Background: an optimization exercise with open tools, aiming at small area, a short achievable clock period and few clock cycles per item. Do not read the settings as production practice.
Function was checked by simulation only, so behaviour that the tests miss may differ from the original.
No activity file was given, so power comes from the tool's default toggle rates.

run 1:
// alu_mdu
module alu_mdu #(
  parameter int unsigned WIDTH = 32,
  parameter int unsigned SHW   = 5
) (
  input  logic             clk,
  input  logic             rst_n,
  input  logic [WIDTH-1:0] busA,
  input  logic [WIDTH-1:0] busB,
  input  logic [4:0]       ALUctr,
  input  logic [SHW-1:0]   shamt,
  input  logic             start,
  output logic [WIDTH-1:0] Result,
  output logic             Zero,
  output logic             busy,
  output logic             done,
  output logic [WIDTH-1:0] hi,
  output logic [WIDTH-1:0] lo
);
clock: 10.0 ns
lec_check: 0
abc_area: 1
cap_margin: 30
core_margin: 2
core_utilization: 40
setup_slack_margin: 3.0
slew_margin: 20
tns_end_percent: 0
run.sh (not shown) runs the stock make flow with config.mk's settings and CLKGATE_MAP_FILE= SYNTH_SCRIPT=/design/flow/synth_recipe.tcl, a recipe that flattens the netlist after the stock synthesis.
Run 1 went all the way through synthesis, placement and routing and the layout is clean on timing, DRC and antenna.
Testbench counts of run 1, summed over its fixed seeds: cycles 1,580, ops 320.
diff inputs: run 1 => run 2
- SETUP_SLACK_MARGIN now 2.5, was 3.0
- ABC_AREA no longer set, was 1
Run 2 vs run 1 on worst hold margin: run 2 is the lower one.
Changes observed in run 2 relative to run 1: final standard cell count with taps included and fillers excluded lower; summed area of non-filler cells in the final layout higher.
The final reports for run 2 and run 1 show distinct cell type count of the synthesized netlist higher in the former.
Run 2 vs run 1: global-route wire length before repair up in run 2
Run 2 vs. run 1: highest attainable clock frequency went down about 2.7%, tap cell count now larger, wire length moved up.
Run comparison: run 1 first element of the critical path busA[0]; run 2 first element of the critical path busB[9]
For run 3, these inputs were changed with respect to run 2:
- SETUP_SLACK_MARGIN now 2.0, was 2.5
- CORE_UTILIZATION now 60, was 40
- CAP_MARGIN now 10, was 30
- ABC_AREA now 1, previously not set
- SLEW_MARGIN now 10, was 20
[summary]
Against run 2 as the reference, run 3 delivers a higher net switching power. NOTE count of placed standard cells in the final layout, fillers left out run 2->run 3 decreased slightly. Number of nets at the end of the flow, run 3 and run 2, lower one = run 2. The flow did not stop early for run 3: all stages ran, and the layout cleared the timing, design-rule and antenna checks. When run 3 is set beside run 2, its global-route wire length before repair turns out to be about 13% smaller. Compared to run 2, run 3 has clock network fraction of design power 2.1 points lower.

========
## build 59
Starting RTL as in the previous note.
make LEC_CHECK=0 ABC_AREA=1 CAP_MARGIN=10 CORE_MARGIN=2 CORE_UTILIZATION=40 SETUP_SLACK_MARGIN=2.5 SLEW_MARGIN=10 TNS_END_PERCENT=0 finish   # period 10.0 ns
Testbench counts of build 59, summed over its fixed seeds: cycles 1,580, ops 320.
> inputs changed (build 59 -> build 82)
- PLACE_DENSITY now 0.8, previously not set
- SLEW_MARGIN now 20, was 10
- CAP_MARGIN now 30, was 10
Results
- Compared with build 59, build 82 shows a reported leakage power that is about 0.8% lower.
- The run showing the smaller hold slack is build 59.
- The lower area added between synthesis and finish of build 59 and build 82 is in build 82.
- The fraction of power spent switching nets reported for build 82 is greater than that of build 59 by 0.83 points.
- Taking build 82 as 1.0, build 59 lands at 0.52 on number of post-CTS setup repair buffers.
- Compared to build 59, build 82 has via count of the first global-routing pass about 1.7% higher.
- On worst setup slack: between build 59 and build 82, it ends up higher for build 82.
- Against build 59, build 82 comes in 0.58% higher on fmax.
- Diff build 59 -> build 82 | met1 wire length | down by a few percent
- On cell area after placement: between build 59 and build 82, it ends up lower for build 82.
Input-level comparison between build 37 and build 82:
- swapping 2.5 for 1.2 in SETUP_SLACK_MARGIN
- clearing PLACE_DENSITY, which used to be 0.8
==> summary.txt <==
- Of build 37 and build 82, it is build 37 that has the lower growth of design area from synthesis to finish.
- Build 82 → build 37: portion of the layout cell area used by non-clock buffers moved down, critical path depth moved up, reported clock group power moved up, worst hold margin moved up.
- Final core utilization: build 37 < build 82
- From build 82 to build 37 the numbers moved as follows: worst setup slack after layout fell 0.87 ns; clock share of power grew by 0.4 points.
- Relative to build 82, period utilization has increased by 8.7 points in build 37.
- Re via count: build 37 and build 82 aren't equal, and the lower value belongs to build 37.
Modified inputs, build 29 compared to build 37
- clearing TNS_END_PERCENT, which used to be 0
- swapping 1.2 for 3.0 in SETUP_SLACK_MARGIN
==> comparison <==
- Build 29 vs. build 37: antenna diode count went down by 2.
- Setup slack: build 29 more than build 37
- Against build 37, worst slack on hold paths in build 29 came out worse.

========
== run Y ==
alu_mdu again, from the RTL that the note above started with.
clock: 10.0 ns
lec_check: 0
abc_area: 1
cap_margin: 30
core_margin: 2
core_utilization: 40
setup_slack_margin: 2.0
slew_margin: 20
tns_end_percent: 0
Run Y ended with every stage complete and zero timing, DRC or antenna violations.
Testbench counts of run Y, summed over its fixed seeds: cycles 1,580, ops 320.
What run M does differently from run Y at the input level:
Settings: SETUP_SLACK_MARGIN changed from 2.0 to 2.5.
Findings:
Run M: done, clean on timing, DRC and antenna
Compared to run Y, run M shows a wider setup margin.
Between run Y and run M, the flow reports met2 wire length decreasing slightly.
The global-route wire length before repair number comes out higher for run Y vs run M.
Run M against run Y: wire length -1.1%, clock share of power -0.3 points, met1 demand-to-capacity share in global routing -1.5 points, fraction of final layout cells with drive strength greater than 1 -0.42 points, power attributed to the clock group -about 6%.
Diff run Y -> run M: combined buffer and inverter count along the critical path shows a reduction of 1; global-route usage shows a reduction of 0.21 points.

static timing again, ports no longer ideal:
No port has a modelled driver above. Below, the same layouts with a new extraction and two added sets of constraints.
Step 1, drivers: a clkbuf_16 drives clk and a buf_2 each remaining input, both assumed.
Step 2 adds t to the input delays and takes it off the output delays; t is the mean of the earliest and latest rising clock arrival at the registers after step 1. Input paths then give back, and output paths get back, about the clock's delay inside the block.
Three values: ideal ports, drivers, drivers and shift; two values: the first two.
| run | shift t [ns] | slack for setup (ns) | latest minus earliest clock arrival (ns) |
|---|---|---|---|
| run 1 | 0.546 | 2.080 / 2.033 / 2.033 | 0.021 / 0.021 |
| run 2 | 0.547 | 1.860 / 1.834 / 1.834 | 0.018 / 0.018 |
| run 3 | 0.536 | 1.770 / 1.746 / 1.746 | 0.016 / 0.016 |
| build 59 | 0.548 | 1.936 / 1.873 / 1.873 | 0.018 / 0.018 |
| build 82 | 0.540 | 1.983 / 1.940 / 1.940 | 0.013 / 0.013 |
| build 37 | 0.534 | 1.112 / 1.080 / 1.080 | 0.023 / 0.023 |
| build 29 | 0.558 | 1.992 / 1.965 / 1.965 | 0.020 / 0.020 |
| run Y | 0.533 | 1.951 / 1.933 / 1.933 | 0.016 / 0.016 |
| run M | 0.546 | 2.080 / 2.033 / 2.033 | 0.021 / 0.021 |
After both steps every run listed still meets setup and hold. For build 59, which loses most, drivers alone change the setup slack by -0.063 ns; drivers and shift together by -0.063 ns.
